Background: an optimization exercise with open tools, aiming at small area, a short achievable clock period and few clock cycles. Do not read the settings as production practice.
Function was checked by simulation only, so behaviour that the tests miss may differ from the original.

==> design.v <==
package lss_pkg;
    localparam int MAX_POINTS  = 1024;
    localparam int SAMPLE_BITS = 16;
    localparam int CNT_W       = $clog2(MAX_POINTS + 1);
    localparam int OUT_W       = 32;
    localparam int SX_W  = 26;    
    localparam int SXY_W = 42;    
    localparam int SXX_W = 41;    
    localparam int NUM_W = 51;    
    localparam int DEN_W = 50;    
endpackage
module lss_ctrl (
    input  logic close1,
    input  logic closep,
    input  logic cap_soon,
    output logic busy
);
    logic many;
    logic one;
    assign many = close1 & closep;
    assign one  = close1 | closep;
    assign busy = many | (one & ~cap_soon);
endmodule
module lss_add #(
    parameter int W = 8
) (
    input  logic [W-1:0] a,
    input  logic [W-1:0] b,
    input  logic         ci,
    output logic [W-1:0] s,
    output logic         co
);
    always_comb
    begin
        logic [W-1:0] g;
        logic [W-1:0] p;
        logic [W-1:0] gg;
        logic [W-1:0] pp;
        g  = a & b;
        p  = a ^ b;
        gg = g;
        pp = p;
        gg[0] = g[0] | (p[0] & ci);
        for (int l = 0; (1 << l) < W; l++)
        begin
            for (int i = 0; i < W; i++)
            begin
                if (((i >> l) & 1) == 1)
                begin
                    gg[i] = gg[i] | (pp[i] & gg[((i >> l) << l) - 1]);
                    pp[i] = pp[i] & pp[((i >> l) << l) - 1];
                end
            end
        end
        s  = p ^ {gg[W-2:0], ci};
        co = gg[W-1];
    end
endmodule
module lss_booth (
    input  logic [2:0] b,
    output logic       one,
    output logic       two,
    output logic       neg
);
    assign one = b[1] ^ b[0];
    assign two = (b[2] & ~b[1] & ~b[0]) | (~b[2] & b[1] & b[0]);
    assign neg = b[2] & ~(b[1] & b[0]);
endmodule
module lss_xy_acc (
    input  logic signed [15:0] x,
    input  logic signed [15:0] y,
    input  logic [41:0]        s_in,
    input  logic [41:0]        c_in,
    output logic [41:0]        s_out,
    output logic [41:0]        c_out
);
    localparam logic [41:0] SIGNC = 42'h3FF_5556_0000;
    logic [41:0] r [0:8];
    logic [16:0] xb;
    logic [17:0] y1;
    logic [17:0] y2;
    assign xb = {x, 1'b0};
    assign y1 = 18'($signed(y));
    assign y2 = {y1[16:0], 1'b0};
    always_comb
    begin
        logic        one, two, neg;
        logic [17:0] row;
        r[8] = SIGNC;
        for (int j = 0; j < 8; j++)
        begin
            one = xb[2*j+1] ^ xb[2*j];
            two = (xb[2*j+2] & ~xb[2*j+1] & ~xb[2*j]) | (~xb[2*j+2] & xb[2*j+1] & xb[2*j]);
            neg = xb[2*j+2] & ~(xb[2*j+1] & xb[2*j]);
            row = ((one ? y1 : 18'd0) | (two ? y2 : 18'd0)) ^ {18{neg}};
            r[j] = 42'({~row[17], row[16:0]}) << (2 * j);
            r[8][2*j] = neg;
        end
    end
    lss_csa11 #(.W(42)) u_t (
        .r0(r[0]), .r1(r[1]), .r2(r[2]), .r3(r[3]), .r4(r[4]), .r5(r[5]),
        .r6(r[6]), .r7(r[7]), .r8(r[8]), .a0(s_in), .a1(c_in),
        .s(s_out), .c(c_out)
    );
endmodule
module lss_xx_acc (
    input  logic signed [15:0] x,
    input  logic [40:0]        s_in,
    input  logic [40:0]        c_in,
    output logic [40:0]        s_out,
    output logic [40:0]        c_out
);
    logic [40:0] r [0:8];
    logic        sg;
    logic [14:0] w;
    assign sg = x[15];
    assign w  = x[14:0] ^ {15{sg}};
    always_comb
    begin
        for (int k = 0; k < 9; k++) r[k] = '0;
        r[7] = 41'(sg ? {w, 1'b1} : 16'd0);
        for (int i = 0; i < 15; i++)
        begin
            r[8][2*i] = w[i];
            for (int j = i + 1; j < 15; j++)
            begin
                r[i % 7][i+j+1] = w[i] & w[j];
            end
        end
    end
    lss_csa11 #(.W(41)) u_t (
        .r0(r[0]), .r1(r[1]), .r2(r[2]), .r3(r[3]), .r4(r[4]), .r5(r[5]),
        .r6(r[6]), .r7(r[7]), .r8(r[8]), .a0(s_in), .a1(c_in),
        .s(s_out), .c(c_out)
    );
endmodule
module lss_csa11 #(
    parameter int W = 8
) (
    input  logic [W-1:0] r0, r1, r2, r3, r4, r5, r6, r7, r8,
    input  logic [W-1:0] a0, a1,
    output logic [W-1:0] s,
    output logic [W-1:0] c
);
    function automatic logic [2*W-1:0] csa(input logic [W-1:0] x, input logic [W-1:0] y,
                                           input logic [W-1:0] z);
        logic [W-1:0] sum;
        logic [W-1:0] cy;
        sum = x ^ y ^ z;
        cy  = (x & y) | (x & z) | (y & z);
        csa = {sum, cy[W-2:0], 1'b0};
    endfunction
    logic [W-1:0] u0, u1, u2, u3, u4, u5;
    logic [W-1:0] v0, v1, v2, v3;
    logic [W-1:0] w0, w1, w2, w3;
    logic [W-1:0] z0, z1;
    assign {u0, u1} = csa(r0, r1, r2);
    assign {u2, u3} = csa(r3, r4, r5);
    assign {u4, u5} = csa(r6, r7, r8);
    assign {v0, v1} = csa(u0, u1, u2);
    assign {v2, v3} = csa(u3, u4, u5);
    assign {w0, w1} = csa(v0, v1, v2);
    assign {w2, w3} = csa(v3, a0, a1);
    assign {z0, z1} = csa(w0, w1, w2);
    assign {s, c}   = csa(z0, z1, w3);
endmodule
module least_squares_slope_core (
    input  logic                                   clk,
    input  logic                                   rst_n,
    input  logic                                   start,
    output logic                                   busy,
    input  logic signed [lss_pkg::SAMPLE_BITS-1:0] x_value,
    input  logic signed [lss_pkg::SAMPLE_BITS-1:0] y_value,
    input  logic                                   last_pair,
    output logic                                   done,
    output logic signed [lss_pkg::OUT_W-1:0]       slope,
    output logic                                   no_spread,
    output logic                                   saturated,
    output logic                                   overflowed,
    output logic [lss_pkg::CNT_W-1:0]              pair_count
);
    localparam int SXW  = lss_pkg::SX_W;
    localparam int SXYW = lss_pkg::SXY_W;
    localparam int SXXW = lss_pkg::SXX_W;
    localparam int NW   = lss_pkg::NUM_W;
    localparam int DW   = lss_pkg::DEN_W;
    logic               v1;
    logic               l1;
    logic signed [15:0] x1;
    logic signed [15:0] y1;
    logic               busy_r;
    always_ff @(posedge clk or negedge rst_n)
    begin
        if (!rst_n) v1 <= 1'b0;
        else        v1 <= start & ~busy_r;
    end
    always_ff @(posedge clk)
    begin
        l1 <= last_pair;
        x1 <= x_value & {16{start & ~busy_r}};    
        y1 <= y_value;
    end
    logic                   fresh;    
    logic                   pend;     
    logic [10:0]            cnt;
    logic signed [SXW-1:0]  sx;
    logic signed [SXW-1:0]  sy;
    logic [SXYW-1:0]        sxy_s;
    logic [SXYW-1:0]        sxy_c;
    logic [SXXW-1:0]        sxx_s;
    logic [SXXW-1:0]        sxx_c;
    logic                   drop;
    logic                   full;
    logic                   cap;      
    logic [SXYW-1:0]        sxy_s_nx, sxy_c_nx;
    logic [SXXW-1:0]        sxx_s_nx, sxx_c_nx;
    assign full = ~fresh & cnt[10];    
    logic        open_c;
    logic [15:0] xa;
    assign open_c = fresh & v1;
    assign xa     = x1 & {16{~full}};
    lss_xy_acc u_xy (
        .x     (xa),
        .y     (y1),
        .s_in  (sxy_s & {SXYW{~open_c}}),
        .c_in  (sxy_c & {SXYW{~open_c}}),
        .s_out (sxy_s_nx),
        .c_out (sxy_c_nx)
    );
    lss_xx_acc u_xx (
        .x     (xa),
        .s_in  (sxx_s & {SXXW{~open_c}}),
        .c_in  (sxx_c & {SXXW{~open_c}}),
        .s_out (sxx_s_nx),
        .c_out (sxx_c_nx)
    );
    always_ff @(posedge clk or negedge rst_n)
    begin
        if (!rst_n)
        begin
            fresh <= 1'b1;
            pend  <= 1'b0;
        end
        else
        begin
            if (v1) fresh <= l1;
            if (v1 & l1)  pend <= 1'b1;
            else if (cap) pend <= 1'b0;
        end
    end
    always_ff @(posedge clk)
    begin
        if (v1)
        begin
            if (!full)
            begin
                cnt   <= (fresh ? 11'd0 : cnt) + 11'd1;
                sx    <= (fresh ? '0 : sx) + SXW'(x1);
                sy    <= (fresh ? '0 : sy) + SXW'(y1);
            end
            drop <= ~fresh & (drop | full);
        end
        sxy_s <= sxy_s_nx;
        sxy_c <= sxy_c_nx;
        sxx_s <= sxx_s_nx;
        sxx_c <= sxx_c_nx;
    end
    logic                   m_full;
    logic [3:0]             m_step;
    logic [10:0]            m_n;
    logic                   m_drop;
    logic signed [SXW-1:0]  m_sx;
    logic signed [SXW-1:0]  m_sy;
    logic signed [SXYW-1:0] m_sxy;
    logic [SXXW-1:0]        m_sxx;
    logic [NW-1:0]          acc_num;
    logic [DW-1:0]          acc_den;
    logic                   m_run;
    logic                   m_ready;
    logic                   hand;
    logic                   s_one, s_two, s_neg;
    logic                   n_one, n_two, n_neg;
    assign m_run   = m_full & (m_step != 4'd13);
    assign m_ready = m_full & (m_step == 4'd13);
    assign cap     = pend & (~m_full | hand);
    logic [3:0]  step_nx;
    logic [3:0]  k_run;
    logic [26:0] sxe;
    logic [12:0] ne;
    logic [2:0]  sdig_nx;
    logic [2:0]  ndig_nx;
    logic        s_one_nx, s_two_nx, s_neg_nx;
    logic        n_one_nx, n_two_nx, n_neg_nx;
    assign step_nx = cap ? 4'd0 : m_step + 4'd1;
    assign k_run   = 4'd11 - m_step;
    assign sxe     = {m_sx, 1'b0};
    assign ne      = {1'b0, m_n, 1'b0};
    assign sdig_nx = cap ? sx[SXW-1:SXW-3] : ((k_run > 4'd12) ? 3'b000 : sxe[2*k_run +: 3]);
    assign ndig_nx = (cap || (k_run > 4'd5)) ? 3'b000 : ne[2*k_run +: 3];
    lss_booth u_bs (.b(sdig_nx), .one(s_one_nx), .two(s_two_nx), .neg(s_neg_nx));
    lss_booth u_bn (.b(ndig_nx), .one(n_one_nx), .two(n_two_nx), .neg(n_neg_nx));
    logic [SXYW-1:0] sxy_sum;
    logic [SXXW-1:0] sxx_sum;
    assign sxy_sum = sxy_s + sxy_c;
    assign sxx_sum = sxx_s + sxx_c;
    always_ff @(posedge clk or negedge rst_n)
    begin
        if (!rst_n)
        begin
            m_full <= 1'b0;
        end
        else
        begin
            if (cap)       m_full <= 1'b1;
            else if (hand) m_full <= 1'b0;
        end
    end
    always_ff @(posedge clk)
    begin
        if (cap)
        begin
            m_n    <= cnt;
            m_drop <= drop;
            m_sx   <= sx;
            m_sy   <= sy;
            m_sxy  <= sxy_sum;
            m_sxx  <= sxx_sum;
        end
        if (cap | m_run)
        begin
            m_step <= step_nx;
            s_one  <= s_one_nx;
            s_two  <= s_two_nx;
            s_neg  <= s_neg_nx;
            n_one  <= n_one_nx;
            n_two  <= n_two_nx;
            n_neg  <= n_neg_nx;
        end
    end
    logic          first;
    logic          neg_a;
    logic          neg_b;
    logic [NW-1:0] base_num, a_num, b_num, cs_num, cc_num, num_nx;
    logic [DW-1:0] base_den, a_den, b_den, cs_den, cc_den, den_nx;
    logic          unused_num, unused_den;
    assign first = (m_step == 4'd0);
    assign neg_a = n_neg;
    assign neg_b = (s_one | s_two) & ~s_neg;    
    always_comb
    begin
        logic [NW-1:0] sxy_e;
        logic [NW-1:0] sy_e;
        logic [DW-1:0] sxx_e;
        logic [DW-1:0] sx_e;
        sxy_e = NW'(m_sxy);
        sy_e  = NW'(m_sy);
        sxx_e = DW'(m_sxx);
        sx_e  = DW'(m_sx);
        a_num = ((n_one ? sxy_e : '0) | (n_two ? (sxy_e << 1) : '0)) ^ {NW{neg_a}};
        b_num = ((s_one ? sy_e  : '0) | (s_two ? (sy_e  << 1) : '0)) ^ {NW{neg_b}};
        a_den = ((n_one ? sxx_e : '0) | (n_two ? (sxx_e << 1) : '0)) ^ {DW{neg_a}};
        b_den = ((s_one ? sx_e  : '0) | (s_two ? (sx_e  << 1) : '0)) ^ {DW{neg_b}};
        base_num = {acc_num[NW-3:0] & {(NW-2){~first}}, neg_a & neg_b, neg_a ^ neg_b};
        base_den = {acc_den[DW-3:0] & {(DW-2){~first}}, neg_a & neg_b, neg_a ^ neg_b};
        cs_num = base_num ^ a_num ^ b_num;
        cc_num = {((base_num & a_num) | (base_num & b_num) | (a_num & b_num)), 1'b0};
        cs_den = base_den ^ a_den ^ b_den;
        cc_den = {((base_den & a_den) | (base_den & b_den) | (a_den & b_den)), 1'b0};
    end
    lss_add #(.W(NW)) u_anum (.a(cs_num), .b(cc_num), .ci(1'b0), .s(num_nx), .co(unused_num));
    lss_add #(.W(DW)) u_aden (.a(cs_den), .b(cc_den), .ci(1'b0), .s(den_nx), .co(unused_den));
    always_ff @(posedge clk)
    begin
        if (m_run)
        begin
            acc_num <= num_nx;
            acc_den <= den_nx;
        end
    end
    localparam logic [1:0] D_IDLE = 2'd0;
    localparam logic [1:0] D_STEP = 2'd1;
    localparam logic [1:0] D_FIN  = 2'd2;
    localparam logic [1:0] D_SHOW = 2'd3;
    logic [1:0]    d_state;
    logic [3:0]    d_cnt;
    logic [DW-1:0] d_rem;
    logic [DW-1:0] d_den;
    logic [31:0]   d_ql;       
    logic          d_neg;
    logic          d_flat;
    logic          d_big;
    logic          d_sat;
    logic [10:0]   d_n;
    logic          d_drop;
    logic          d_loadable;
    assign d_loadable = (d_state == D_IDLE) | (d_state == D_SHOW);
    assign hand       = m_ready & d_loadable;
    logic          num_neg;
    logic [NW-1:0] num_mag;
    assign num_neg = acc_num[NW-1];
    assign num_mag = (acc_num ^ {NW{num_neg}}) + NW'(num_neg);
    logic [DW+2:0] r4;
    logic [DW+2:0] t1, t2, t3;
    logic [DW-1:0] rem_nx;
    logic [1:0]    qd;
    logic          big_c;
    logic          co1, co2, co3;
    assign r4 = {1'b0, d_rem, d_ql[31:30]};
    assign big_c = d_rem >= d_den;
    lss_add #(.W(DW+3)) u_t1 (.a(r4), .b(~{3'b0, d_den}), .ci(1'b1), .s(t1), .co(co1));
    lss_add #(.W(DW+3)) u_t2 (.a(r4), .b(~{2'b0, d_den, 1'b0}), .ci(1'b1), .s(t2), .co(co2));
    logic [DW+2:0] c3a, c3b, c3s, c3c;
    assign c3a = ~{3'b0, d_den};
    assign c3b = ~{2'b0, d_den, 1'b0};
    assign c3s = r4 ^ c3a ^ c3b;
    assign c3c = {(r4[DW+1:0] & c3a[DW+1:0]) | (r4[DW+1:0] & c3b[DW+1:0]) | (c3a[DW+1:0] & c3b[DW+1:0]), 1'b1};
    lss_add #(.W(DW+3)) u_t3 (.a(c3s), .b(c3c), .ci(1'b1), .s(t3), .co(co3));
    always_comb
    begin
        if (!t3[DW+2])
        begin
            qd     = 2'd3;
            rem_nx = t3[DW-1:0];
        end
        else if (!t2[DW+2])
        begin
            qd     = 2'd2;
            rem_nx = t2[DW-1:0];
        end
        else if (!t1[DW+2])
        begin
            qd     = 2'd1;
            rem_nx = t1[DW-1:0];
        end
        else
        begin
            qd     = 2'd0;
            rem_nx = r4[DW-1:0];
        end
    end
    logic d_fin_c;    
    assign d_fin_c = (d_cnt == 4'd15) || ((d_cnt == 4'd0) && (d_flat | big_c));
    logic        sat_c;
    logic [31:0] slope_c;
    logic [31:0] q_neg;
    logic        co_q;
    lss_add #(.W(32)) u_qn (.a(~d_ql), .b(32'd0), .ci(1'b1), .s(q_neg), .co(co_q));
    always_comb
    begin
        sat_c = ~d_flat & (d_big | (d_ql[31] & (~d_neg | (|d_ql[30:0]))));
        if (d_flat)
            slope_c = 32'd0;
        else if (sat_c)
            slope_c = d_neg ? 32'h8000_0000 : 32'h7FFF_FFFF;
        else if (d_neg)
            slope_c = q_neg;
        else
            slope_c = d_ql;
    end
    always_ff @(posedge clk or negedge rst_n)
    begin
        if (!rst_n)
        begin
            d_state <= D_IDLE;
        end
        else
        begin
            case (d_state)
                D_IDLE:  if (hand) d_state <= D_STEP;
                D_STEP:  if (d_fin_c) d_state <= D_FIN;
                D_FIN:   d_state <= D_SHOW;
                default: d_state <= hand ? D_STEP : D_IDLE;
            endcase
        end
    end
    always_ff @(posedge clk)
    begin
        if (hand)
        begin
            d_cnt  <= 4'd0;
            d_neg  <= num_neg;
            d_rem  <= DW'(num_mag[NW-1:16]);
            d_ql   <= {num_mag[15:0], 16'd0};
            d_den  <= acc_den;
            d_flat <= (acc_den == '0);
            d_n    <= m_n;
            d_drop <= m_drop;
        end
        else if (d_state == D_STEP)
        begin
            d_cnt <= d_cnt + 4'd1;
            d_rem <= rem_nx;
            d_ql  <= {d_ql[29:0], qd};
            if (d_cnt == 4'd0) d_big <= big_c;
        end
        else if (d_state == D_FIN)
        begin
            d_ql  <= slope_c;
            d_sat <= sat_c;
        end
    end
    assign done       = (d_state == D_SHOW);
    assign slope      = d_ql;
    assign no_spread  = d_flat;
    assign saturated  = d_sat;
    assign overflowed = d_drop;
    assign pair_count = d_n;
    logic       pend_n;
    logic       close1_n;
    logic       m_full_n;
    logic [3:0] m_step_n;
    logic       d_step_n;
    logic       cap_soon_n;
    logic       busy_n;
    assign pend_n     = (v1 & l1) | (pend & ~cap);
    assign close1_n   = start & ~busy_r & last_pair;
    assign m_full_n   = cap | (m_full & ~hand);
    assign m_step_n   = (cap | m_run) ? step_nx : m_step;
    assign d_step_n   = (d_state == D_STEP) ? ~d_fin_c : hand;
    assign cap_soon_n = ~m_full_n | ((m_step_n >= 4'd12) & ~d_step_n);
    lss_ctrl u_ctrl (
        .close1   (close1_n),
        .closep   (pend_n),
        .cap_soon (cap_soon_n),
        .busy     (busy_n)
    );
    always_ff @(posedge clk or negedge rst_n)
    begin
        if (!rst_n) busy_r <= 1'b0;
        else        busy_r <= busy_n;
    end
    assign busy = busy_r;
endmodule
==> run.sh <==
#!/bin/bash
# synth_recipe.tcl (not shown) runs the flow's synth.tcl, then flattens the netlist and writes it again
# the make line also repeats each setting of config.mk as NAME=value (left out here)
make -C /OpenROAD-flow-scripts/flow DESIGN_CONFIG=/design/flow/config.mk WORK_HOME=/design/flow/orfs CLKGATE_MAP_FILE= SYNTH_SCRIPT=/design/flow/synth_recipe.tcl finish
==> config.mk <==
export PLATFORM = sky130hd
export DESIGN_NAME = least_squares_slope_core
export DESIGN_NICKNAME = least_squares_slope_core
export VERILOG_FILES = /design/flow/design.v
export SDC_FILE = /design/flow/constraint.sdc
export NUM_CORES = 4
export LEC_CHECK = 0
export CAP_MARGIN = 20
export CORE_MARGIN = 2
export CORE_UTILIZATION = 55
export PLACE_DENSITY = 0.7
export SETUP_SLACK_MARGIN = 5
export SLEW_MARGIN = 20
==> constraint.sdc <==
create_clock -name core_clock -period 11.0 [get_ports {clk}]
set_input_delay 2.2000 -clock core_clock [delete_from_list [all_inputs] [get_ports {clk}]]
set_output_delay 2.2000 -clock core_clock [all_outputs]
set_load 0.01 [all_outputs]
==> out/metrics.cfg, run 1 <==
[global_routing]
use_met2_pct=43.5
overflow=0
gr-usage-met3_pct=4.04
grt_pass1_vias=46900
grt_pass1_wl_mm=254
met1_usage_pct=38.2
grt_start_max_net_pins=111
grt_busiest_layer=met2
track_usage_pct=27.4
antenna_found_initial=2

[cells_and_area]
flow.area_growth_from_synthesis_pct=8.61
fin_nets=7520
drive_gt1_share_pct=5.50
final_common_cell=inv_1
final_cell_mix=613 x inv_1, 603 x ha_1, 470 x nor2_1

[setup_path]
critPathCaptureType=flop
worstPathRequired_ns=11.43
worstPathMaxFanout=36
critPathKind=reg -> reg
worst_ep_arrival_time_ns=6.29
startpoint_type=flop

[synth]
synthArstFlopShare_pct=1.04
ys_ff_latch=675
syn_nets=7557
yosys_warnings=13
postSynthAreaPerCell_um2=9.65
ys_seq_area_share_pct=28.8
syn_inst=6453
synth_area_um2=62200
synth_edf_count=437
synth_cell_types=93
synth_flop_cell=edfxtp_1

[drt]
drc=0
postRouteAntennaNets=0
wire_per_inst_um=19.9
wl_mm=159
dr.pass1.iters=7
via_count=47200
vias_per_cell=5.91
drt_iter0_markers=3705

[die]
core_um2=112000
die_w_um=340
fp-row-count=123
dieArea_um2=116000
die_h_um=340
io-pin-count=84
start_util_pct=55.4

[outcome]
status=finished clean

[sta]
tightest_slew_ns=1.23
fin_crit_sh_pct=53.3
hold_viol_final=0
holdWs_ns=0.420
setup_viol=0
rsz0062_at_grt=true
maxSlewHeadroom_pct=17.3
max_freq_mhz=171
setup_tns_ns=0
finalCriticalPeriod_ns=5.86
clock_skew_ns=0.0326
drv_slew=0

[clocking]
cts_buffer_depth=3
clk_pin_slew_ns=0.06
cts_made_buffers=83
clock_sinks=675
insertion_delay_ns=0.69
clockRootBuffer=clkbuf_16
h-tree-depth=3
tritoncts=built

[placed_design]
port_buffers=83
hpwl_mm=121
gp_congestion=0.898

[run]
cap_viol_max_count=0

[worst_hold_path]
hold_class=reg -> reg

-- sequential cells by signal (all words and copies together) (netlist names), 32 cells and up --
name,count
acc_num,51
d_den,50
d_ql,32
m_sxy,42
sxx_c,38
sxx_s,41
acc_den,50
sxy_s,42
m_sxx,41
sxy_c,40
d_rem,50
-- cell type report --
type / instances / area, um^2
Fill cell: 9457 / 44700
Multi-Input combinational cell: 4879 / 41200
Sequential cell: 675 / 17900
Inverter: 622 / 2350
Clock buffer: 97 / 2180
Tap cell: 1500 / 1880
Timing Repair Buffer: 155 / 1440
Clock inverter: 59 / 668
Antenna cell: 1 / 2.50
-- per-stage QoR --
stage          cell area (um^2)  std cells  util, %  setup slack (ns)
6_report                  67600       7988     60.2              5.14
5_1_grt                   67600       7987     60.2              4.86
4_1_cts                   67400       7979     60.0              4.93
3_5_place_dp              64500       7819     57.4              3.82
3_3_place_gp              64500       7819     57.4              3.98
2_1_floorplan             62200       6453        -              5.02
-- synth_stat cells (all sizes together), types with 10 or more instances --
master	instances	area, um^2
o21ai	260	1310
and4	13	114
a211o	57	499
o211ai	21	158
a21o	164	1230
nor4	25	184
a22oi	167	1250
a22o	45	394
o21a	46	345
fa	463	9270
clkbuf	239	897
nand2b	64	400
xor2	232	2030
mux4	11	248
dfxtp	231	4620
and2	201	1260
a31o	12	105
o221ai	11	96.3
a311oi	11	96.3
nor2b	97	607
o2111ai	10	87.6
nor2	475	1780
buf	41	161
a31oi	30	188
or3	37	231
ha	605	7570
nand3	94	470
a221oi	63	552
nor3	88	457
mux2	25	282
inv	617	2320
nand2	453	1700
edfxtp	437	13100
a21boi	11	82.6
nand4	45	294
a211oi	26	195
xnor2	400	3500
o31ai	14	110
or2	35	219
mux2i	30	300
o21bai	30	225
and3	27	169
a21oi	350	1750
o22ai	15	93.8
-- final timing paths --
path | startpoint | end | slack, ns | cells past startpoint
hold / removal | m_drop | d_drop | 0.42 | 0
setup reg to reg | n_neg | acc_den[48] | 5.14 | 20
setup / recovery | n_neg | acc_den[48] | 5.14 | 20
min in group asynchronous | rst_n | v1 | 1.79 | 1
max in group asynchronous | rst_n | fresh | 8.92 | 1
hold reg to reg | m_drop | d_drop | 0.42 | 0
-- repair_timing --
item	4_1_cts	5_1_grt
gates cloned	2	1
hold buffers	0	0
resized for setup	20	18
setup endpoints to repair	58	90
buffers inserted	2	7
pin swaps	1	4
hold endpoints to repair	0	0
-- layer usage --
metal / vias to the layer above / wire, um
li1: 22400 / -
met1: 22900 / 70400
met2: 1621 / 71400
met3: 301 / 11000
met4: 0 / 5910
met5: - / 0
-- critical path, cell delays in order (launching register included) --
cell      delay, ns
edfxtp_1       0.65
inv_2          0.13
buf_6          0.40
xnor2_1        0.21
fa_1           0.58
inv_1          0.05
ha_1           0.26
a21o_1         0.18
a21o_1         0.22
a2111o_1       0.47
a211o_1        0.36
nand3_2        0.13
a211oi_1       0.13
o21ai_1        0.32
a21oi_2        0.15
a221oi_2       0.40
o221ai_2       0.23
a41oi_2        0.28
nand2b_1       0.13
a211oi_1       0.25
nor2_1         0.06
-- cell families after synthesis --
family | after synthesis | share of synthesized area [%]
xor gates and xnor gates | 634 | 8.97
adders and majority gates | 1073 | 27.1
other | 1 | 0.00603
AOI/OAI and AO/OA | 1419 | 15.2
and+or+nand+nor | 1683 | 13.1
buffers and inverters | 902 | 5.45
DFF | 675 | 28.8
muxes | 66 | 1.33
Testbench counts, summed over its fixed seeds: cycles 27,076.
==> run 2, diff against run 1 <==
==> flow/run.sh (new file) <==
#!/bin/bash
# standard layout, with timing repair aiming further below the clock period
set -euo pipefail
export SETUP_SLACK_MARGIN=6.2
bash standard.sh > flow.log 2>&1
==> standard.sh (new file) <==
#!/bin/bash
# synth_recipe.tcl (not shown) runs the flow's synth.tcl, then flattens the netlist and writes it again
# the make line also repeats each setting of config.mk as NAME=value (left out here)
make -C /OpenROAD-flow-scripts/flow DESIGN_CONFIG=/design/flow/config.mk WORK_HOME=/design/flow/orfs CLKGATE_MAP_FILE= SYNTH_SCRIPT=/design/flow/synth_recipe.tcl "${@:-finish}"
--- a/config.mk
+++ b/config.mk
@@ -9,5 +9,4 @@
 export CORE_MARGIN = 2
 export CORE_UTILIZATION = 55
 export PLACE_DENSITY = 0.7
-export SETUP_SLACK_MARGIN = 5
 export SLEW_MARGIN = 20
removed: run.sh
==> out/metrics.cfg, run 2 <==
[cells_and_area]
finalNonFillerCells=8148
largest_register=acc_num
largest_register_ffs=51
drive_gt1_share_pct=10.3
final_cell_area_um2=70500
fin_nets=7685
regArea_um2=17900
flow.area_growth_from_synthesis_pct=13.2
n_fill_cell=9079
final_cell_mix=587 x ha_1, 586 x inv_1, 461 x fa_1
final_common_cell=ha_1
multi_input_area_um2=42100

[setup_path]
critPathKind=reg -> reg
critPathCaptureType=flop
worst_ep_arrival_time_ns=5.48
worstPathRequired_ns=11.41
critical_path.slowest_cell=fa_1
r2r-start=s_neg
rr_endpoint=acc_num[50]
cp_slowest_stage_delay_ns=0.47
reg2regPathDepth=21
path_cells=buf_6 -> or2_4 -> buf_6 -> buf_6 -> o21ai_2 -> a22o_1 -> fa_1 -> ha_4 -> and4_1 -> nand2_1 -> nor3_2 -> o21ai_2 -> a21oi_2 -> o21ai_2 -> o31ai_4 -> a41oi_2 -> o21a_1 -> a2111o_1 -> a31oi_2 -> nor2_1 -> xnor2_1
worstPathMaxFanout=3
r2r_setup_slack_ns=5.93
crit_family=compound AO/OA/AOI/OAI gates
critPathBufInv=3
startpoint_type=flop

[clocking]
insertion_delay_ns=0.67
h-tree-depth=3
clockRootBuffer=clkbuf_16
tritoncts=built
cts_made_buffers=80
hold_buffers=0
clock_sinks=675
clk_pin_slew_ns=0.06
cts_buffer_depth=3

[synth]
synth_simple_gate_area_share_pct=13.1
synth_area_um2=62200
synth_cell_types=93
synth_edf_count=437
synthTopCellsByArea=edfxtp_1 21%, fa_1 15%, ha_1 12%, dfxtp_1 7.4%, xnor2_1 5.6%
syn_nets=7557
ys_ff_latch=675
yosys.area.top_type=edfxtp_1
synth_xor_area_share_pct=8.97
synth_adder_area_share_pct=27.1
synth.top_cell.area_share_pct=21.1
synth_most_common_cell=inv_1
synthArstFlopShare_pct=1.04
syn_inst=6453
synth.top_cells.by_count=615 x inv_1, 605 x ha_1, 475 x nor2_1
ys_seq_area_share_pct=28.8
synth-compound-area-share_pct=15.2
synth_flop_cell=edfxtp_1
synth_top_family_by_area=adder cells
synth_mux_area_share_pct=1.33
yosys_warnings=13
postSynthAreaPerCell_um2=9.65

[global_routing]
grt_pass1_wl_mm=265
antenna_found_initial=0
grt_pass1_vias=47900
grt_start_max_net_pins=109
overflow=0
track_usage_pct=28.8

[worst_hold_path]
holdPathStages=0
hold_end=d_drop
hp-start=m_drop
hold_class=reg -> reg

[sta]
fin_crit_sh_pct=46.1
tightest_slew_ns=1.02
max_freq_mhz=197
drv_slew=0
maxSlewHeadroom_pct=31.6
finalCriticalPeriod_ns=5.07
setup_viol=0
rsz0062_at_grt=true
setup_tns_ns=0
clock_skew_ns=0.0270
worst_slack_ns=5.93
hold_viol_final=0

[drt]
wire_per_inst_um=20.8
postRouteAntennaNets=0
vias_per_cell=5.96
wl_mm=170
dr.pass1.iters=8
drt_iter0_markers=4486
drc=0
via_count=48600

[placed_design]
post-place-ws_ns=4.63
gp_congestion=0.922
place_area_um2=64600
dp.cells=7818
hpwl_mm=121
port_buffers=83

[die]
start_util_pct=55.4
dieArea_um2=116000
io-pin-count=84
core_um2=112000
fp-row-count=123
die_w_um=340
die_h_um=340

[outcome]
status=finished clean

[run]
cap_viol_max_count=0

## run 2: logic make-up (layout without fill, tap and decap cells)
kind of cell	Yosys count	count (layout)
mux	66	66
buf+inv	902	1091
other cells	1	2
xor+xnor	634	634
flops	675	675
simple gates	1683	1687
compound gates	1419	1420
fa+ha+maj	1073	1073
## run 2: worst max path at each step
stage / start / to / depth (start not counted)
floorplan: m_step[1] / busy_r / 9
global placement: m_step[1] / acc_den[48] / 21
detailed placement: m_step[1] / acc_den[48] / 20
CTS: s_neg / acc_den[48] / 22
global route: s_one / acc_den[48] / 23
finish: s_neg / acc_num[50] / 21
## run 2: what timing repair did
item                                   in CTS  in global routing
setup endpoints to repair                 233                159
setup buffers                              70                 87
resized for setup                         188                136
cloned                                     18                  6
endpoints found under the hold margin       0                  0
pin swaps                                  52                101
## run 2: final cells by class
type | instances | area share (%)
tap | 1500 | 2.66
sequential | 675 | 25.5
timing repair inverter | 1 | 0.00710
timing repair buffer | 320 | 4.89
antenna | 1 | 0.00355
inverter | 622 | 3.40
clock inverter | 52 | 0.829
multi-input combinational | 4881 | 59.8
clock buffer | 96 | 2.98
## run 2: per-layer routing
layer  GRT usage (%)  routed length, um  vias up
met5               0                  0        -
met1            40.4              72700    23500
met2            45.5              76400     1995
li1                -                  -    22700
met4            10.6               6830        0
met3            4.21              13800      390
## run 2: worst register-to-register path: stages (launching register included)
cell and delay (ns):
edfxtp_1 0.45, buf_6 0.16, or2_4 0.26, buf_6 0.14, buf_6 0.11, o21ai_2 0.11
a22o_1 0.18, fa_1 0.47, ha_4 0.30, and4_1 0.21, nand2_1 0.09, nor3_2 0.23
o21ai_2 0.10, a21oi_2 0.18, o21ai_2 0.10, o31ai_4 0.36, a41oi_2 0.21, o21a_1 0.26
a2111o_1 0.45, a31oi_2 0.21, nor2_1 0.08, xnor2_1 0.13
## run 2: through the flow
step	utilization (%)	hold slack, ns
CTS	61.5	0.420
global placement	57.5	0.403
floorplan	-	0.400
finish	62.7	0.422
global route	62.7	0.439
detailed placement	57.5	0.413
==> run 3, diff against run 2 <==
--- a/design.v
+++ b/design.v
@@ -278,8 +278,11 @@
     logic                   m_run;
     logic                   m_ready;
     logic                   hand;
-    logic                   s_one, s_two, s_neg;
-    logic                   n_one, n_two, n_neg;
+    logic                   s_one, s_two;
+    logic                   n_one, n_two;
+    logic                   neg_a;    
+    logic                   neg_b;    
+    logic                   first;    
     assign m_run   = m_full & (m_step != 4'd13);
     assign m_ready = m_full & (m_step == 4'd13);
     assign cap     = pend & (~m_full | hand);
@@ -331,21 +334,16 @@
             m_step <= step_nx;
             s_one  <= s_one_nx;
             s_two  <= s_two_nx;
-            s_neg  <= s_neg_nx;
             n_one  <= n_one_nx;
             n_two  <= n_two_nx;
-            n_neg  <= n_neg_nx;
+            neg_a  <= n_neg_nx;
+            neg_b  <= (s_one_nx | s_two_nx) & ~s_neg_nx;    
+            first  <= cap;
         end
     end
-    logic          first;
-    logic          neg_a;
-    logic          neg_b;
     logic [NW-1:0] base_num, a_num, b_num, cs_num, cc_num, num_nx;
     logic [DW-1:0] base_den, a_den, b_den, cs_den, cc_den, den_nx;
     logic          unused_num, unused_den;
-    assign first = (m_step == 4'd0);
-    assign neg_a = n_neg;
-    assign neg_b = (s_one | s_two) & ~s_neg;    
     always_comb
     begin
         logic [NW-1:0] sxy_e;
==> flow/run.sh (replaced) <==
#!/bin/bash
# standard layout, with timing repair aiming further below the clock period
set -euo pipefail
export SETUP_SLACK_MARGIN=7
bash standard.sh > flow.log 2>&1
--- a/config.mk
+++ b/config.mk
@@ -7,6 +7,6 @@
 export LEC_CHECK = 0
 export CAP_MARGIN = 20
 export CORE_MARGIN = 2
-export CORE_UTILIZATION = 55
-export PLACE_DENSITY = 0.7
+export CORE_UTILIZATION = 65
+export PLACE_DENSITY = 0.8
 export SLEW_MARGIN = 20
==> out/metrics.cfg, run 3 <==
[global_routing]
grt_pass1_vias=52900
track_usage_pct=37.5
antenna_found_initial=4
overflow=0
grt_pass1_wl_mm=290
grt_start_max_net_pins=87

[sta]
worst_slack_ns=5.99
hold_viol_final=0
setup_viol=0
maxSlewHeadroom_pct=25.2
drv_slew=0
clock_skew_ns=0.0593
setup_tns_ns=0
max_freq_mhz=200
finalCriticalPeriod_ns=5.01
fin_crit_sh_pct=45.6
tightest_slew_ns=1.12
rsz0062_at_grt=true

[cells_and_area]
flow.area_growth_from_synthesis_pct=22.2
fin_nets=7882
drive_gt1_share_pct=21.5
finalNonFillerCells=8113
regArea_um2=18000
final_cell_mix=531 x ha_1, 500 x inv_1, 483 x nor2_1
fin_util_pct=80.0
largest_register_ffs=51
final_common_cell=ha_1
multi_input_area_um2=45100
n_fill_cell=5128
largest_register=acc_num

[synth]
synthTopCellsByArea=edfxtp_1 21%, fa_1 15%, ha_1 12%, dfxtp_1 7.4%, xnor2_1 5.6%
postSynthAreaPerCell_um2=9.70
syn_nets=7509
synth-compound-area-share_pct=15.0
synth.top_cells.by_count=625 x inv_1, 603 x ha_1, 516 x nor2_1
ys_seq_area_share_pct=28.9
ys_ff_latch=676
synth_mux_area_share_pct=0.912
yosys.area.top_type=edfxtp_1
yosys_warnings=13
synth.top_cell.area_share_pct=21.2
synth_xor_area_share_pct=9.41
syn_inst=6407
synth_cell_types=92
synth_area_um2=62100
synth_simple_gate_area_share_pct=13.2
synthArstFlopShare_pct=1.04
synth_top_family_by_area=adder cells
synth_edf_count=438
synth_most_common_cell=inv_1
synth_adder_area_share_pct=27.1
synth_flop_cell=edfxtp_1

[setup_path]
worst_ep_arrival_time_ns=5.43
cp_slowest_stage_delay_ns=0.49
startpoint_type=flop
critPathKind=reg -> reg
worstPathRequired_ns=11.42
critical_path.slowest_cell=fa_1
critPathCaptureType=flop
worstPathMaxFanout=3
path_cells=buf_12 -> buf_16 -> a22oi_2 -> xor2_2 -> fa_1 -> inv_2 -> ha_4 -> a211oi_4 -> o21a_1 -> o211ai_1 -> a31oi_2 -> o21ai_2 -> a41o_1 -> a221o_1 -> a21oi_4 -> o22ai_4 -> a21o_1 -> o41ai_4 -> o21bai_1 -> xnor2_1

[clocking]
cts_made_buffers=78
cts_buffer_depth=3
clk_pin_slew_ns=0.06
clockRootBuffer=clkbuf_16
h-tree-depth=3
hold_buffers=0
clock_sinks=676
insertion_delay_ns=0.72
tritoncts=built

[drt]
wire_per_inst_um=24.8
drt_iter0_markers=6511
wl_mm=201
vias_per_cell=6.61
postRouteAntennaNets=0
dr.pass1.iters=9
via_count=53600
drc=0

[die]
io-pin-count=84
die_w_um=313
dieArea_um2=98100
core_um2=94900
fp-row-count=113
start_util_pct=65.5
die_h_um=313

[placed_design]
dp.cells=7528
hpwl_mm=120
post-place-ws_ns=5.28
port_buffers=83
gp_congestion=0.999

[run]
cap_viol_max_count=0

[worst_hold_path]
hold_class=reg -> reg

[outcome]
status=finished clean

## run 3: area by class of cell
| class | instances | area share [%] |
|---|---|---|
| inverter | 629 | 3.21 |
| tap | 1265 | 2.08 |
| clock buffer | 95 | 2.72 |
| clock inverter | 50 | 0.941 |
| sequential | 676 | 23.7 |
| multi-input combinational | 4830 | 59.4 |
| timing repair buffer | 565 | 7.93 |
| antenna | 3 | 0.00989 |
## run 3: final timing paths
kind | slack, ns | depth (start not counted) | startpoint | end
worst max-delay path | 5.99 | 20 | s_two | acc_num[50]
worst min-delay path | 0.44 | 0 | sy[3] | m_sy[3]
worst max register to register | 5.99 | 20 | s_two | acc_num[50]
worst min register to register | 0.44 | 0 | sy[3] | m_sy[3]
max in group asynchronous | 8.82 | 1 | rst_n | fresh
min in group asynchronous | 1.83 | 1 | rst_n | d_state[1]
## run 3: layer usage
metal | vias up | track usage, % | share of wire, %
li1 | 23000 | - | -
met4 | 0 | 23.8 | 8.7
met5 | - | 0 | 0
met1 | 25600 | 45.4 | 34
met2 | 3763 | 61.3 | 46
met3 | 1209 | 7.79 | 11
## run 3: through the flow
stage | hold slack, ns | instance area (um^2)
after floorplan | 0.400 | 63600
after global placement | 0.410 | 65000
after detailed placement | 0.416 | 65000
after CTS | 0.437 | 73200
after global routing | 0.449 | 75900
final | 0.439 | 75900
## run 3: repair_timing
item / CTS / global route
gates resized for setup: 605 / 361
setup buffers: 279 / 126
gates cloned: 28 / 4
setup endpoints to repair: 373 / 290
pin swaps: 299 / 268
## run 3: cell families (layout without fill, tap and decap cells)
family	Yosys count	count (layout)
and+or+nand+nor	1647	1651
AOI/OAI and AO/OA	1398	1398
adders and majority gates	1070	1070
buffers and inverters	907	1339
DFF	676	676
xor gates and xnor gates	666	667
muxes	42	43
other	1	4
## run 3: critical path: cells and delay by family (launching register included)
kind,cells,cell delay [ns]
flip-flops,1,0.43
adder cells (fa/ha/maj),2,0.70
buffers and inverters,3,0.40
AO/OA/AOI/OAI,13,2.83
XOR/XNOR,2,0.37
Testbench counts of run 3, summed over its fixed seeds: cycles 27,076.
==> run 4, diff against run 3 <==
==> flow/run.sh (replaced) <==
#!/bin/bash
# standard layout, with timing repair aiming further below the clock period
set -euo pipefail
export SETUP_SLACK_MARGIN=6.5
bash standard.sh > flow.log 2>&1
--- a/config.mk
+++ b/config.mk
@@ -7,6 +7,6 @@
 export LEC_CHECK = 0
 export CAP_MARGIN = 20
 export CORE_MARGIN = 2
-export CORE_UTILIZATION = 65
-export PLACE_DENSITY = 0.8
+export CORE_UTILIZATION = 55
+export PLACE_DENSITY = 0.7
 export SLEW_MARGIN = 20
==> out/metrics.cfg, run 4 <==
[sta]
rsz0062_at_grt=true
setup_tns_ns=0
holdWs_ns=0.428
tightest_slew_ns=1.30
maxSlewHeadroom_pct=13.1
finalCriticalPeriod_ns=4.74
setup_viol=0
max_freq_mhz=211
drv_slew=0
clock_skew_ns=0.0181
hold_viol_final=0
fin_crit_sh_pct=43.1

[drt]
drt_iter0_markers=4674
via_count=48900
drc=0
vias_per_cell=5.99
wl_met1_mm=72.7
top_layer_used=met5
dr.pass1.iters=7
met3_length_mm=13.7
wire_per_inst_um=21.5
postRouteAntennaNets=0
met2_length_mm=79.8
wl_mm=176

[synth]
synth_edf_count=438
synth_flop_cell=edfxtp_1
syn_inst=6407
ys_ff_latch=676
yosys_warnings=13
synth.top_cell.area_share_pct=21.2
ys_seq_area_share_pct=28.9
yosys.area.top_type=edfxtp_1
syn_nets=7509
synthTopCellsByArea=edfxtp_1 21%, fa_1 15%, ha_1 12%, dfxtp_1 7.4%, xnor2_1 5.6%
synth.top_cells.by_count=625 x inv_1, 603 x ha_1, 516 x nor2_1
postSynthAreaPerCell_um2=9.70
synthArstFlopShare_pct=1.04
synth_cell_types=92
synth_most_common_cell=inv_1
synth_area_um2=62100

[run]
cap_viol_max_count=0

[clocking]
h-tree-depth=3
hold_buffers=0
insertion_delay_ns=0.66
clk_pin_slew_ns=0.06
tritoncts=built
cts_made_buffers=80
cts_buffer_depth=3
clockRootBuffer=clkbuf_16
clock_sinks=676

[die]
fp-row-count=123
die_h_um=340
io-pin-count=84
start_util_pct=55.4
core_um2=112000
dieArea_um2=116000
die_w_um=340

[placed_design]
hpwl_mm=122
gp_congestion=0.980
port_buffers=83

[global_routing]
grt_pass1_wl_mm=267
grt_pass1_vias=47800
overflow=0
grt_start_max_net_pins=105
antenna_found_initial=3
track_usage_pct=29.1

[cells_and_area]
final_common_cell=ha_1
final_cell_mix=556 x ha_1, 541 x inv_1, 495 x nor2_1
largest_register=acc_num
n_fill_cell=8629
largest_register_ffs=51
flow.area_growth_from_synthesis_pct=17.0
fin_nets=7704
drive_gt1_share_pct=15.3

[setup_path]
critPathKind=reg -> reg
worst_ep_arrival_time_ns=5.14
worstPathMaxFanout=21
startpoint_type=flop
critPathCaptureType=flop
worstPathRequired_ns=11.40

[outcome]
status=finished clean

[worst_hold_path]
hold_class=reg -> reg

==> run 4: cell counts after synthesis <==
No cell type changed its count.
==> run 4: cells by family (layout without fill, tap and decap cells) <==
kind of cell / after synthesis / in the layout / synth area share [%]
DFF: 676 / 676 / 28.9
and+or+nand+nor: 1647 / 1651 / 13.2
xor gates and xnor gates: 666 / 667 / 9.41
muxes: 42 / 43 / 0.912
adders and majority gates: 1070 / 1070 / 27.1
other: 1 / 3 / 0.00604
buffers and inverters: 907 / 1164 / 5.49
AOI/OAI and AO/OA: 1398 / 1398 / 15.0
==> run 4: worst max-delay path, stage by stage (launching register included) <==
cell and delay, ns:
edfxtp_1 0.47, buf_12 0.20, a22oi_2 0.18, xor2_1 0.23, fa_1 0.46, inv_2 0.09
ha_4 0.21, a211oi_4 0.25, o21a_1 0.17, o211ai_1 0.15, a31oi_2 0.19, o21ai_2 0.10
a41o_1 0.23, a221o_1 0.38, buf_4 0.17, and2_4 0.17, o21a_1 0.21, o21a_1 0.20
o21a_1 0.19, nor2_2 0.13, xnor2_1 0.07
==> run 4: final timing paths <==
check                              start           to  slack, ns  cells past startpoint
worst max-delay path               n_one  acc_num[28]       6.26                     20
max in group asynchronous          rst_n        fresh       8.76                      1
worst min register to register  sxy_s[0]     m_sxy[0]       0.43                      0
worst min-delay path            sxy_s[0]     m_sxy[0]       0.43                      0
min in group asynchronous          rst_n       m_full       1.88                      1
worst max register to register     n_one  acc_num[28]       6.26                     20
==> run 4: final cells by class <==
class	count	area (um^2)	share of cell area [%]
clock buffers	110	2260	3.11
repair buffers	385	4200	5.78
clock inverters	40	359	0.494
well taps	1500	1880	2.58
multi-input cells	4830	43600	60.0
inverters	629	2430	3.34
diodes	2	5.00	0.00689
flip-flops and latches	676	18000	24.7
==> run 4: metal layers <==
metal / vias to the layer above / global-route usage, %
met3: 515 / 4.65
met4: 4 / 12.2
met2: 1980 / 46.6
met1: 23800 / 39.3
met5: - / 0
li1: 22600 / -
==> run 4: what timing repair did <==
action,CTS,global route
pin swaps,83,269
setup buffers,96,129
setup endpoints to repair,260,215
gates resized for setup,231,499
cloned,19,6
==> run 4: stage by stage <==
| step | area, um^2 | instances | util [%] | setup slack [ns] |
|---|---|---|---|---|
| after floorplan | 62600 | 6407 | - | 6.31 |
| after global placement | 64500 | 7769 | 57.5 | 5.26 |
| after detailed placement | 64500 | 7769 | 57.5 | 5.19 |
| final | 72700 | 8172 | 64.8 | 6.26 |
| after CTS | 69400 | 8034 | 61.9 | 6.30 |
| after global routing | 72700 | 8170 | 64.8 | 6.06 |
==> run 5, diff against run 4 <==
--- a/design.v
+++ b/design.v
@@ -67,7 +67,9 @@
     assign neg = b[2] & ~(b[1] & b[0]);
 endmodule
 module lss_xy_acc (
-    input  logic signed [15:0] x,
+    input  logic [7:0]         d_one,    
+    input  logic [7:0]         d_two,    
+    input  logic [7:0]         d_neg,    
     input  logic signed [15:0] y,
     input  logic [41:0]        s_in,
     input  logic [41:0]        c_in,
@@ -76,25 +78,19 @@
 );
     localparam logic [41:0] SIGNC = 42'h3FF_5556_0000;
     logic [41:0] r [0:8];
-    logic [16:0] xb;
     logic [17:0] y1;
     logic [17:0] y2;
-    assign xb = {x, 1'b0};
     assign y1 = 18'($signed(y));
     assign y2 = {y1[16:0], 1'b0};
     always_comb
     begin
-        logic        one, two, neg;
         logic [17:0] row;
         r[8] = SIGNC;
         for (int j = 0; j < 8; j++)
         begin
-            one = xb[2*j+1] ^ xb[2*j];
-            two = (xb[2*j+2] & ~xb[2*j+1] & ~xb[2*j]) | (~xb[2*j+2] & xb[2*j+1] & xb[2*j]);
-            neg = xb[2*j+2] & ~(xb[2*j+1] & xb[2*j]);
-            row = ((one ? y1 : 18'd0) | (two ? y2 : 18'd0)) ^ {18{neg}};
+            row = ((d_one[j] ? y1 : 18'd0) | (d_two[j] ? y2 : 18'd0)) ^ {18{d_neg[j]}};
             r[j] = 42'({~row[17], row[16:0]}) << (2 * j);
-            r[8][2*j] = neg;
+            r[8][2*j] = d_neg[j];
         end
     end
     lss_csa11 #(.W(42)) u_t (
@@ -104,17 +100,14 @@
     );
 endmodule
 module lss_xx_acc (
-    input  logic signed [15:0] x,
+    input  logic               sg,       
+    input  logic [14:0]        w,        
     input  logic [40:0]        s_in,
     input  logic [40:0]        c_in,
     output logic [40:0]        s_out,
     output logic [40:0]        c_out
 );
     logic [40:0] r [0:8];
-    logic        sg;
-    logic [14:0] w;
-    assign sg = x[15];
-    assign w  = x[14:0] ^ {15{sg}};
     always_comb
     begin
         for (int k = 0; k < 9; k++) r[k] = '0;
@@ -186,9 +179,23 @@
     localparam int DW   = lss_pkg::DEN_W;
     logic               v1;
     logic               l1;
-    logic signed [15:0] x1;
     logic signed [15:0] y1;
+    logic               s1;        
+    logic [14:0]        w1;        
+    logic [7:0]         b1_one;
+    logic [7:0]         b1_two;
+    logic [7:0]         b1_neg;
     logic               busy_r;
+    logic               take;      
+    logic [15:0]        xin;
+    logic [16:0]        xb;
+    logic [7:0]         bo, bt, bn;
+    assign xin = x_value & {16{take}};
+    assign xb  = {xin, 1'b0};
+    for (genvar j = 0; j < 8; j++)
+    begin : g_enc
+        lss_booth u_e (.b(xb[2*j +: 3]), .one(bo[j]), .two(bt[j]), .neg(bn[j]));
+    end
     always_ff @(posedge clk or negedge rst_n)
     begin
         if (!rst_n) v1 <= 1'b0;
@@ -196,10 +203,16 @@
     end
     always_ff @(posedge clk)
     begin
-        l1 <= last_pair;
-        x1 <= x_value & {16{start & ~busy_r}};    
-        y1 <= y_value;
+        l1     <= last_pair;
+        y1     <= y_value;
+        s1     <= xin[15];
+        w1     <= xin[14:0] ^ {15{xin[15]}};
+        b1_one <= bo;
+        b1_two <= bt;
+        b1_neg <= bn;
     end
+    logic signed [15:0] x1;
+    assign x1 = {s1, w1 ^ {15{s1}}};
     logic                   fresh;    
     logic                   pend;     
     logic [10:0]            cnt;
@@ -215,12 +228,19 @@
     logic [SXYW-1:0]        sxy_s_nx, sxy_c_nx;
     logic [SXXW-1:0]        sxx_s_nx, sxx_c_nx;
     assign full = ~fresh & cnt[10];    
-    logic        open_c;
-    logic [15:0] xa;
+    logic fresh_n;
+    logic cnt10_n;
+    logic full_n;
+    assign fresh_n = v1 ? l1 : fresh;
+    assign cnt10_n = v1 ? (~fresh & (full | (cnt[9:0] == 10'h3FF))) : cnt[10];
+    assign full_n  = ~fresh_n & cnt10_n;
+    assign take    = start & ~busy_r & ~full_n;
+    logic open_c;
     assign open_c = fresh & v1;
-    assign xa     = x1 & {16{~full}};
     lss_xy_acc u_xy (
-        .x     (xa),
+        .d_one (b1_one),
+        .d_two (b1_two),
+        .d_neg (b1_neg),
         .y     (y1),
         .s_in  (sxy_s & {SXYW{~open_c}}),
         .c_in  (sxy_c & {SXYW{~open_c}}),
@@ -228,7 +248,8 @@
         .c_out (sxy_c_nx)
     );
     lss_xx_acc u_xx (
-        .x     (xa),
+        .sg    (s1),
+        .w     (w1),
         .s_in  (sxx_s & {SXXW{~open_c}}),
         .c_in  (sxx_c & {SXXW{~open_c}}),
         .s_out (sxx_s_nx),
--- a/config.mk
+++ b/config.mk
@@ -7,6 +7,6 @@
 export LEC_CHECK = 0
 export CAP_MARGIN = 20
 export CORE_MARGIN = 2
-export CORE_UTILIZATION = 55
-export PLACE_DENSITY = 0.7
+export CORE_UTILIZATION = 65
+export PLACE_DENSITY = 0.8
 export SLEW_MARGIN = 20
==> out/metrics.cfg, run 5 <==
[drt]
via_count=47600
drc=0
wl_mm=160
postRouteAntennaNets=0
drt_iter0_markers=4450
dr.pass1.iters=6
wire_per_inst_um=20.9
vias_per_cell=6.22

[outcome]
status=finished clean

[setup_path]
worstPathRequired_ns=11.43
critPathCaptureType=flop
startpoint_type=flop
reg2regPathDepth=17
worst_ep_arrival_time_ns=5.02
worstPathMaxFanout=52
r2r-start=s_two
r2r_setup_slack_ns=6.41
critPathKind=reg -> reg
rr_endpoint=acc_num[48]

[placed_design]
hpwl_mm=116
gp_congestion=0.943
dp.cells=7452
port_buffers=83

[clocking]
cts_made_buffers=81
tritoncts=built
insertion_delay_ns=0.68
clock_sinks=700
clockRootBuffer=clkbuf_16
h-tree-depth=3
clk_pin_slew_ns=0.07
cts_buffer_depth=3

[die]
die_h_um=314
start_util_pct=65.7
die_w_um=314
core_um2=95300
io-pin-count=84
dieArea_um2=98800
fp-row-count=113

[cells_and_area]
fin_nets=7447
finalNonFillerCells=7658
regArea_um2=18400
final_common_cell=inv_1
drive_gt1_share_pct=6.77
final_cell_mix=619 x inv_1, 606 x ha_1, 466 x fa_1
n_fill_cell=6696
flow.area_growth_from_synthesis_pct=9.80
largest_register=acc_num
largest_register_ffs=51
multi_input_area_um2=41400

[sta]
holdWs_ns=0.403
fin_crit_sh_pct=41.7
max_freq_mhz=218
tightest_slew_ns=1.12
setup_viol=0
clock_skew_ns=0.0436
maxSlewHeadroom_pct=25.5
drv_slew=0
hold_viol_final=0
finalCriticalPeriod_ns=4.59
setup_tns_ns=0
rsz0062_at_grt=true

[synth]
synthTopCellsByArea=edfxtp_1 21%, fa_1 15%, ha_1 12%, dfxtp_1 8.2%, xnor2_1 5.4%
synth_most_common_cell=inv_1
yosys_warnings=13
postSynthAreaPerCell_um2=9.90
syn_nets=7445
synth_cell_types=103
synth.top_cells.by_count=640 x inv_1, 616 x ha_1, 467 x fa_1
ys_seq_area_share_pct=29.4
synth.top_cell.area_share_pct=21.0
syn_inst=6326
ys_ff_latch=700
synth_edf_count=438
synthArstFlopShare_pct=1.00
yosys.area.top_type=edfxtp_1
synth_area_um2=62600
synth_flop_cell=edfxtp_1

[global_routing]
track_usage_pct=32.4
antenna_found_initial=1
overflow=0
grt_pass1_wl_mm=255
grt_start_max_net_pins=99
grt_pass1_vias=47700

[worst_hold_path]
hold_end=m_sxx[1]
hp-start=sxx_s[1]
holdPathStages=0
hold_class=reg -> reg

[run]
cap_viol_max_count=0

-- run 5: cell count changes after synthesis, moves of 36 or more --
cell	previous run	this run
nor2_1	516	300
and2_1	153	241
a22oi_1	189	265
a221oi_1	63	13
a21o_1	176	135
o21ai_0	203	239
-- run 5: stage by stage --
step           cell area, um^2  utilization, %  setup slack, ns
3_5_place_dp             64400            67.6             5.23
2_1_floorplan            62700               -             6.49
5_1_grt                  68700            72.1             6.26
3_3_place_gp             64400            67.6             5.41
6_report                 68700            72.1             6.41
4_1_cts                  68200            71.5             6.48
-- run 5: cells by family (layout without fill, tap and decap cells) --
family / Yosys count / count (layout) / synth area share [%]
simple gates: 1476 / 1478 / 12.2
compound gates: 1459 / 1459 / 15.4
fa+ha+maj: 1084 / 1084 / 27.3
buf+inv: 901 / 965 / 5.48
flops: 700 / 700 / 29.4
xor+xnor: 671 / 671 / 9.39
mux: 34 / 34 / 0.771
other cells: 1 / 2 / 0.00599
-- run 5: what timing repair did --
action	in CTS	in global routing
hold buffers	0	0
gates resized for setup	90	107
endpoints found under the setup margin	120	163
cloned	11	2
hold endpoints to repair	0	0
buffers inserted	25	19
pin swaps	18	36
-- run 5: worst max path at each step --
stage | start | endpoint | slack [ns] | cells past startpoint
6_report | s_two | acc_num[48] | 6.41 | 17
3_3_place_gp | neg_a | acc_num[50] | 5.41 | 16
4_1_cts | n_two | acc_num[50] | 6.48 | 17
5_1_grt | n_two | acc_num[48] | 6.26 | 19
2_1_floorplan | neg_a | acc_num[44] | 6.49 | 17
3_5_place_dp | neg_a | acc_num[50] | 5.23 | 16
-- run 5: routing by layer --
layer / global-route usage [%] / part of all wire (%) / up-vias
li1: - / - / 22000
met1: 43.7 / 41 / 23100
met2: 52.9 / 47 / 2056
met3: 5.04 / 7.9 / 406
met4: 12.6 / 4.2 / 2
met5: 0 / 0.0081 / -
-- run 5: worst max-delay path: stages, from the launching register on --
cell	delay (ns)
edfxtp_1	0.41
buf_8	0.22
a22oi_1	0.25
xor2_1	0.15
fa_1	0.57
inv_1	0.06
ha_1	0.21
or3_1	0.44
o211ai_1	0.28
a211oi_2	0.13
or2_4	0.29
a221o_2	0.46
a31oi_4	0.18
o211ai_1	0.19
buf_4	0.18
buf_4	0.13
nor3_2	0.11
nor2_1	0.06
-- run 5: layout make-up --
class | instances | area share [%]
inverters | 641 | 3.52
well taps | 1265 | 2.30
diodes | 1 | 0.00364
flip-flops and latches | 700 | 26.8
multi-input cells | 4727 | 60.3
repair buffers | 177 | 2.93
clock buffers | 100 | 3.28
clock inverters | 47 | 0.845
Testbench counts of run 5, summed over its fixed seeds: cycles 27,076.
==> run 6, diff against run 5 <==
--- a/design.v
+++ b/design.v
@@ -315,12 +315,33 @@
     logic [2:0]  ndig_nx;
     logic        s_one_nx, s_two_nx, s_neg_nx;
     logic        n_one_nx, n_two_nx, n_neg_nx;
-    assign step_nx = cap ? 4'd0 : m_step + 4'd1;
+    logic [3:0]  k0;
+    logic [26:0] sxc;
+    logic [12:0] nc;
+    logic [12:0] nz;    
+    assign sxc = {sx, 1'b0};
+    assign nc  = {1'b0, cnt, 1'b0};
+    always_comb
+    begin
+        for (int k = 0; k < 13; k++)
+        begin
+            nz[k] = (sxc[2*k+2] != sxc[2*k+1]) | (sxc[2*k+1] != sxc[2*k]);
+            if (k <= 5) nz[k] = nz[k] | (nc[2*k+2] | nc[2*k+1] | nc[2*k]);
+        end
+        k0 = 4'd0;
+        for (int k = 1; k < 13; k++)
+        begin
+            if (nz[k]) k0 = 4'(k);
+        end
+    end
+    assign step_nx = cap ? 4'd12 - k0 : m_step + 4'd1;
     assign k_run   = 4'd11 - m_step;
     assign sxe     = {m_sx, 1'b0};
     assign ne      = {1'b0, m_n, 1'b0};
-    assign sdig_nx = cap ? sx[SXW-1:SXW-3] : ((k_run > 4'd12) ? 3'b000 : sxe[2*k_run +: 3]);
-    assign ndig_nx = (cap || (k_run > 4'd5)) ? 3'b000 : ne[2*k_run +: 3];
+    assign sdig_nx = cap ? sxc[2*k0 +: 3]
+                         : ((k_run > 4'd12) ? 3'b000 : sxe[2*k_run +: 3]);
+    assign ndig_nx = cap ? ((k0 > 4'd5) ? 3'b000 : nc[2*k0 +: 3])
+                         : ((k_run > 4'd5) ? 3'b000 : ne[2*k_run +: 3]);
     lss_booth u_bs (.b(sdig_nx), .one(s_one_nx), .two(s_two_nx), .neg(s_neg_nx));
     lss_booth u_bn (.b(ndig_nx), .one(n_one_nx), .two(n_two_nx), .neg(n_neg_nx));
     logic [SXYW-1:0] sxy_sum;
--- a/config.mk
+++ b/config.mk
@@ -10,3 +10,4 @@
 export CORE_UTILIZATION = 65
 export PLACE_DENSITY = 0.8
 export SLEW_MARGIN = 20
+export TNS_END_PERCENT = 10
==> out/metrics.cfg, run 6 <==
[global_routing]
antenna_found_initial=3
grt_start_max_net_pins=110
grt_pass1_vias=47800
track_usage_pct=32.3
grt_pass1_wl_mm=256
overflow=0

[clocking]
h-tree-depth=3
clock_sinks=700
cts_buffer_depth=3
tritoncts=built
cts_made_buffers=79
insertion_delay_ns=0.67
clockRootBuffer=clkbuf_16
clk_pin_slew_ns=0.06

[placed_design]
port_buffers=83
hpwl_mm=117
gp_congestion=0.937

[setup_path]
critPathMostFrequentCell=a21o_1
rr_endpoint=acc_num[50]
startpoint_type=flop
critical_path.slowest_cell=fa_1
worstPathMaxFanout=26
r2r_setup_slack_ns=6.29
critPathKind=reg -> reg
path_cells=buf_4 -> clkbuf_16 -> a22oi_1 -> xnor2_1 -> fa_1 -> ha_1 -> a21o_1 -> a221oi_2 -> o21bai_1 -> a21o_1 -> a21o_1 -> a31oi_4 -> o31ai_4 -> a41o_1 -> a211oi_2 -> o21bai_1 -> xor3_1
cp_slowest_stage_delay_ns=0.46
reg2regPathDepth=17
r2r-start=s_two
critPathCaptureType=flop
worstPathRequired_ns=11.40
worst_ep_arrival_time_ns=5.10

[synth]
synth_edf_count=437
yosys.area.top_type=edfxtp_1
synthTopCellsByArea=edfxtp_1 21%, fa_1 15%, ha_1 12%, dfxtp_1 8.2%, xnor2_1 7.1%
yosys_warnings=13
synth.top_cell.area_share_pct=20.9
ys_seq_area_share_pct=29.3
synth_flop_cell=edfxtp_1
syn_inst=6311
synth_area_um2=62800
ys_ff_latch=700
postSynthAreaPerCell_um2=9.95
synth_cell_types=102
synth.top_cells.by_count=618 x ha_1, 540 x inv_1, 511 x xnor2_1
synth_most_common_cell=ha_1
syn_nets=7432
synthArstFlopShare_pct=1.00

[cells_and_area]
final_cell_mix=612 x ha_1, 534 x inv_1, 505 x xnor2_1
final_common_cell=ha_1
drive_gt1_share_pct=5.64
flow.area_growth_from_synthesis_pct=8.96
fin_nets=7420
fin_util_pct=71.1
largest_register_ffs=51
n_fill_cell=6856
largest_register=acc_num

[sta]
maxSlewHeadroom_pct=25.6
setup_tns_ns=0
tightest_slew_ns=1.12
setup_viol=0
drv_slew=0
finalCriticalPeriod_ns=4.71
max_freq_mhz=213
hold_viol_final=0
rsz0062_at_grt=true
clock_skew_ns=0.0292
fin_crit_sh_pct=42.8

[die]
start_util_pct=65.2
die_h_um=315
die_w_um=315
dieArea_um2=99100
io-pin-count=84
fp-row-count=114
core_um2=96300

[run]
cap_viol_max_count=0

[worst_hold_path]
hold_end=d_drop
hold_class=reg -> reg
hp-start=m_drop
holdPathStages=0

[drt]
postRouteAntennaNets=0
drt_iter0_markers=4654
via_count=48000
drc=0
dr.pass1.iters=6
wire_per_inst_um=21.1
wl_mm=162
vias_per_cell=6.27

[outcome]
status=finished clean

[run 6: cell types whose count changed after synthesis, moves of 40 or more]
cell	previous run	this run
a21oi_1	369	327
inv_1	640	540
nand2b_1	114	63
nand3_1	68	116
nor2b_1	123	177
o211ai_1	32	72
xnor2_1	389	511
xor2_1	282	161
[run 6: how the worst max path moves through the flow]
| stage | from | endpoint | slack, ns | depth (start not counted) |
|---|---|---|---|---|
| floorplan | s_one | acc_num[50] | 4.84 | 16 |
| global placement | n_two | acc_num[50] | 5.33 | 16 |
| detailed placement | n_two | acc_num[50] | 5.19 | 16 |
| CTS | d_ql[30] | d_rem[20] | 6.41 | 15 |
| global route | s_one | acc_num[50] | 6.22 | 16 |
| finish | s_two | acc_num[50] | 6.29 | 17 |
[run 6: stage by stage]
stage / setup WS (ns) / hold slack [ns] / cells / cell area [um^2]
2_1_floorplan: 4.84 / 0.400 / 6311 / 62800
5_1_grt: 6.22 / 0.445 / 7643 / 68400
3_5_place_dp: 5.19 / 0.407 / 7452 / 64700
4_1_cts: 6.41 / 0.421 / 7627 / 68000
6_report: 6.29 / 0.440 / 7643 / 68400
3_3_place_gp: 5.33 / 0.408 / 7452 / 64600
[run 6: per-layer routing]
| layer | vias to the layer above | share of wire [%] | track usage, % |
|---|---|---|---|
| met5 | - | 0.013 | 0 |
| met4 | 4 | 3.7 | 11.8 |
| met3 | 408 | 8.3 | 5.41 |
| met2 | 2092 | 46 | 51.9 |
| met1 | 23300 | 42 | 44.1 |
| li1 | 22200 | - | - |
[run 6: cells by family after synthesis]
kind of cell             count (synthesis)  share of synthesized area [%]
multiplexers                            70                           1.35
flip-flops                             700                           29.3
XOR/XNOR                               673                           9.41
AO/OA/AOI/OAI                         1410                           14.9
buffers and inverters                  808                           4.88
other                                    1                        0.00597
adder cells (fa/ha/maj)               1085                           27.2
AND/OR/NAND/NOR                       1564                           12.9
[run 6: repair_timing]
action | CTS | global route
endpoints found under the setup margin | 148 | 120
gates cloned | 6 | 5
hold buffers | 0 | 0
pin swaps | 15 | 12
resized for setup | 76 | 56
buffers inserted | 21 | 10
[run 6: area by class of cell]
cell class                      count  area (um^2)  share of cell area, %
Antenna cell                        1         2.50                0.00366
Clock buffer                      113         2300                   3.37
Clock inverter                     35          338                  0.494
Inverter                          544         2070                   3.03
Multi-Input combinational cell   4803        41800                   61.0
Sequential cell                   700        18400                   26.9
Tap cell                         1276         1600                   2.33
Timing Repair Buffer              171         1920                   2.80
[run 6: critical path, delay by kind of cell (launching register included)]
kind	cells	cell delay [ns]
AOI/OAI and AO/OA	11	2.36
xor gates and xnor gates	2	0.43
adders and majority gates	2	0.84
buffers and inverters	2	0.38
DFF	1	0.41
Testbench counts of run 6, summed over its fixed seeds: cycles 26,290.

re-timing with driven ports:
No port has a modelled driver above. Below, the same layouts with a new extraction and two added sets of constraints. Step 1: set_driving_cell puts a clkbuf_16 on clk and a buf_2 on each other input, an assumption about the parent block. Step 2 also shifts input and output timing later by t, the mid clock arrival at the registers, as if the neighbouring blocks saw the same clock. Slacks: no drivers / after step 1 / after step 2; pairs: no drivers / after step 1.
run	shift t [ns]	setup WS [ns]	worst data-port slew with drivers (ns)
run 1	0.738	5.140 / 5.140 / 5.140	0.07
run 2	0.724	5.930 / 5.930 / 5.930	0.05
run 3	0.760	5.989 / 5.989 / 5.989	0.08
run 4	0.726	6.264 / 6.264 / 6.264	0.06
run 5	0.729	6.408 / 6.408 / 6.394	0.05
run 6	0.724	6.294 / 6.294 / 6.170	0.08
After both steps every run listed still meets setup and hold. For run 6, which loses most, drivers alone change the setup slack by 0.000 ns; drivers and shift together by -0.124 ns.
